What follows belongs to an exercise in optimizing a design on an open flow for a short achievable clock period and few clock cycles per item; a production flow would make more cautious choices.
Only simulation tests tie the RTL to the original design; equivalence was not proved.
Power figures rest on the tool's default switching activity, not on a simulated workload.

==> exp/nickel: inputs <==
==> flow/design.v (excerpt) <==
module cache_top
        (
        input  logic                    clk,
        input  logic                    reset,
        input  logic                    cpu_read,
        input  logic                    cpu_write,
        input  logic                    cpu_byte,
        input  cache_pkg::addr_t        cpu_addr,
        input  cache_pkg::word_t        cpu_wdata,
        output cache_pkg::word_t        cpu_rdata,
        output logic                    cpu_rvalid,
        output logic                    stall_pc,
        output logic                    mem_req,
        output logic                    mem_we,
        output cache_pkg::addr_t        mem_addr,
        output cache_pkg::line_t        mem_wdata,
        input  logic                    mem_ack,
        input  cache_pkg::line_t        mem_rdata
        );
        localparam int TW = 27;
        localparam int BD = 4;                   
        localparam int AD = 16;                  
        localparam int MD = 2;                   
        localparam int BP = $clog2(BD);
        localparam int AP = $clog2(AD);
        localparam int MP = $clog2(MD);
        localparam int BW = $clog2(BD+1);
        localparam int AW = $clog2(AD+2);
        localparam int MW = $clog2(MD+1);
  ...
clock: 9.0 ns
lec_check: 0
abc_clock_period_in_ps: 2500
cap_margin: 20
core_margin: 2
core_utilization: 35
setup_slack_margin: 5
slew_margin: 20
tns_end_percent: 20
standard.sh (not shown) runs the stock make flow with config.mk's settings and CLKGATE_MAP_FILE= SYNTH_SCRIPT=/design/flow/synth_recipe.tcl, a recipe that flattens the netlist after the stock synthesis.
==> flow/flow/run.sh <==
#!/bin/bash
# Standard layout (the standard.sh): synthesis and floorplan exactly as
# standard.sh runs them; then placement, clock tree synthesis, routing and
# finishing with two changes: the port buffers are plain buffers (buf_4, which
# the repair steps may resize) instead of whatever buffer_ports picks, and the
# timing repair aims further below the clock period.
set -e
bash standard.sh synth floorplan > standard_1.log 2>&1
sed -E 's/SETUP_SLACK_MARGIN=[-0-9.]+/SETUP_SLACK_MARGIN=6.0 "BUFFER_PORTS_ARGS=-buffer_cell sky130_fd_sc_hd__buf_4"/' standard.sh > standard_2.sh
bash standard_2.sh > standard_2.log 2>&1
==> exp/amber (differences from exp/nickel) <==
--- a/flow/design.v
+++ b/flow/design.v
@@ -38,15 +38,15 @@
         output logic                    mem_we,
         output cache_pkg::addr_t        mem_addr,
         output cache_pkg::line_t        mem_wdata,
         input  logic                    mem_ack,
         input  cache_pkg::line_t        mem_rdata
         );
         localparam int TW = 27;
-        localparam int BD = 4;                   
+        localparam int BD = 2;                   
         localparam int AD = 16;                  
         localparam int MD = 2;                   
         localparam int BP = $clog2(BD);
         localparam int AP = $clog2(AD);
         localparam int MP = $clog2(MD);
         localparam int BW = $clog2(BD+1);
         localparam int AW = $clog2(AD+2);
@@ -63,25 +63,26 @@
                 ext = bm ? {24'b0, b} : w;
         endfunction
         logic [TW-1:0] tg [4];
         logic [3:0] vld;
         logic [3:0] dty;
         logic [1:0] lru;                 
         logic take;
+        logic b_full;
         logic s0_set;
         logic [TW-1:0] s0_tag;
         logic [3:0] eq;
         logic s0_hit;
         logic s0_hway;
         logic s0_lw;
         logic s0_way;
         logic s0_wb;
         logic [TW-1:0] s0_vtag;
         logic [EW-1:0] s0_ent;
-        assign take = (cpu_read || cpu_write) && !stall_pc;
+        assign take = (cpu_read || cpu_write) && !b_full;        
         assign s0_set = cpu_addr[4];
         assign s0_tag = cpu_addr[31:5];
         always_comb
         begin
                 for (int i = 0; i < 4; i++)
                         eq[i] = vld[i] && (tg[i] == s0_tag);
         end
@@ -120,15 +121,14 @@
         end
         assign s0_ent = {cpu_read, cpu_byte, s0_set, cpu_addr[3:2], cpu_addr[1:0], s0_tag,
                          cpu_wdata, s0_way, !s0_hit, s0_wb, s0_vtag};
         logic [EW-1:0]  b_ent [BD];
         logic [BP-1:0]  b_wp;
         logic [BP-1:0]  b_rp;
         logic [BW-1:0]  b_cnt;
-        logic           b_full;
         logic           b_empty;
         logic [EW-1:0]  h_ent;
         logic           hv;              
         logic           pop;             
         logic           h_load;          
         logic           to_h;            
         logic           b_push;
@@ -157,47 +157,52 @@
                 begin
                         b_wp <= '0;
                         b_rp <= '0;
                         b_cnt <= '0;
                         b_full <= 1'b0;
                         b_empty <= 1'b1;
                         hv <= 1'b0;
-                        stall_pc <= 1'b0;
                 end
                 else
                 begin
                         if (b_push)
                                 b_wp <= b_wp + BP'(1);
                         if (b_pop)
                                 b_rp <= b_rp + BP'(1);
                         b_cnt <= b_cnt_next;
                         case ({b_push, b_pop})
                         2'b10:
                         begin
                                 b_full <= b_cnt_is_m1;
-                                stall_pc <= b_cnt_is_m1;
                                 b_empty <= 1'b0;
                         end
                         2'b01:
                         begin
                                 b_full <= 1'b0;
-                                stall_pc <= 1'b0;
                                 b_empty <= b_cnt_is_1;
                         end
                         default:
                         begin
                                 b_full <= b_full;
-                                stall_pc <= b_full;
                                 b_empty <= b_empty;
                         end
                         endcase
                         if (h_load)
                                 hv <= b_empty ? take : 1'b1;
                 end
         end
+        always_ff @(posedge clk)
+        begin
+                if (reset)
+                        stall_pc <= 1'b0;
+                else if (b_push && !b_pop)
+                        stall_pc <= b_cnt_is_m1;
+                else if (b_pop && !b_push)
+                        stall_pc <= 1'b0;
+        end
         logic           e_rd;
         logic           e_bm;
         logic           e_set;
         logic [1:0]     e_wd;
         logic [1:0]     e_bs;
         logic [TW-1:0]  e_tag;
         logic [31:0]    e_wdata;
==> flow/config.mk (replaced) <==
export PLATFORM = sky130hd
export DESIGN_NAME = cache_top
export DESIGN_NICKNAME = cache_top
export VERILOG_FILES = /design/flow/design.v
export SDC_FILE = /design/flow/constraint.sdc
export NUM_CORES = 4
export LEC_CHECK = 0
export ABC_CLOCK_PERIOD_IN_PS = 2500
export CAP_MARGIN = 40
export CORE_MARGIN = 2
export CORE_UTILIZATION = 35
export PLACE_DENSITY = 0.5
export SETUP_SLACK_MARGIN = 5
export SLEW_MARGIN = 40
export TNS_END_PERCENT = 20
==> notes <==
exp/nickel went through all stages and came out clean. exp/amber finished clean.
In exp/nickel the power is larger than in exp/amber, by 5.3%.
In exp/nickel the clock skew is higher than in exp/amber, by 0.023 ns.
In exp/amber the design area is lower than in exp/nickel, by 3.7%.
Via count: exp/nickel is higher than exp/amber (4.8%).
Testbench counts of exp/nickel, summed over its fixed seeds: cycles 15,871, requests 9,600.
Testbench counts of exp/amber, summed over its fixed seeds: cycles 15,874, requests 9,600.

==> afterwards: timing with drivers on the ports <==
Ports are ideal in the flow. The routed layouts listed here were re-timed in OpenROAD. Step 1: set_driving_cell puts a clkbuf_16 on clk and a buf_2 on each other input, an assumption about the parent block. Step 2 adds t to the input delays and takes it off the output delays; t is the mean of the earliest and latest rising clock arrival at the registers after step 1. Input paths then give back, and output paths get back, about the clock's delay inside the block. Three values: ideal, step 1, step 2; two values: the first two.
run	t (ns)	setup WS [ns]	latest minus earliest clock arrival (ns)	worst register clock-pin slew, ns
exp/nickel	1.016	5.634 / 5.568 / 4.594	0.121 / 0.121	0.07 / 0.07
exp/amber	1.039	5.503 / 5.503 / 4.552	0.098 / 0.099	0.07 / 0.07
After both steps every run listed still meets setup and hold. For exp/nickel, which loses most, drivers alone change the setup slack by -0.066 ns; drivers and shift together by -1.040 ns.
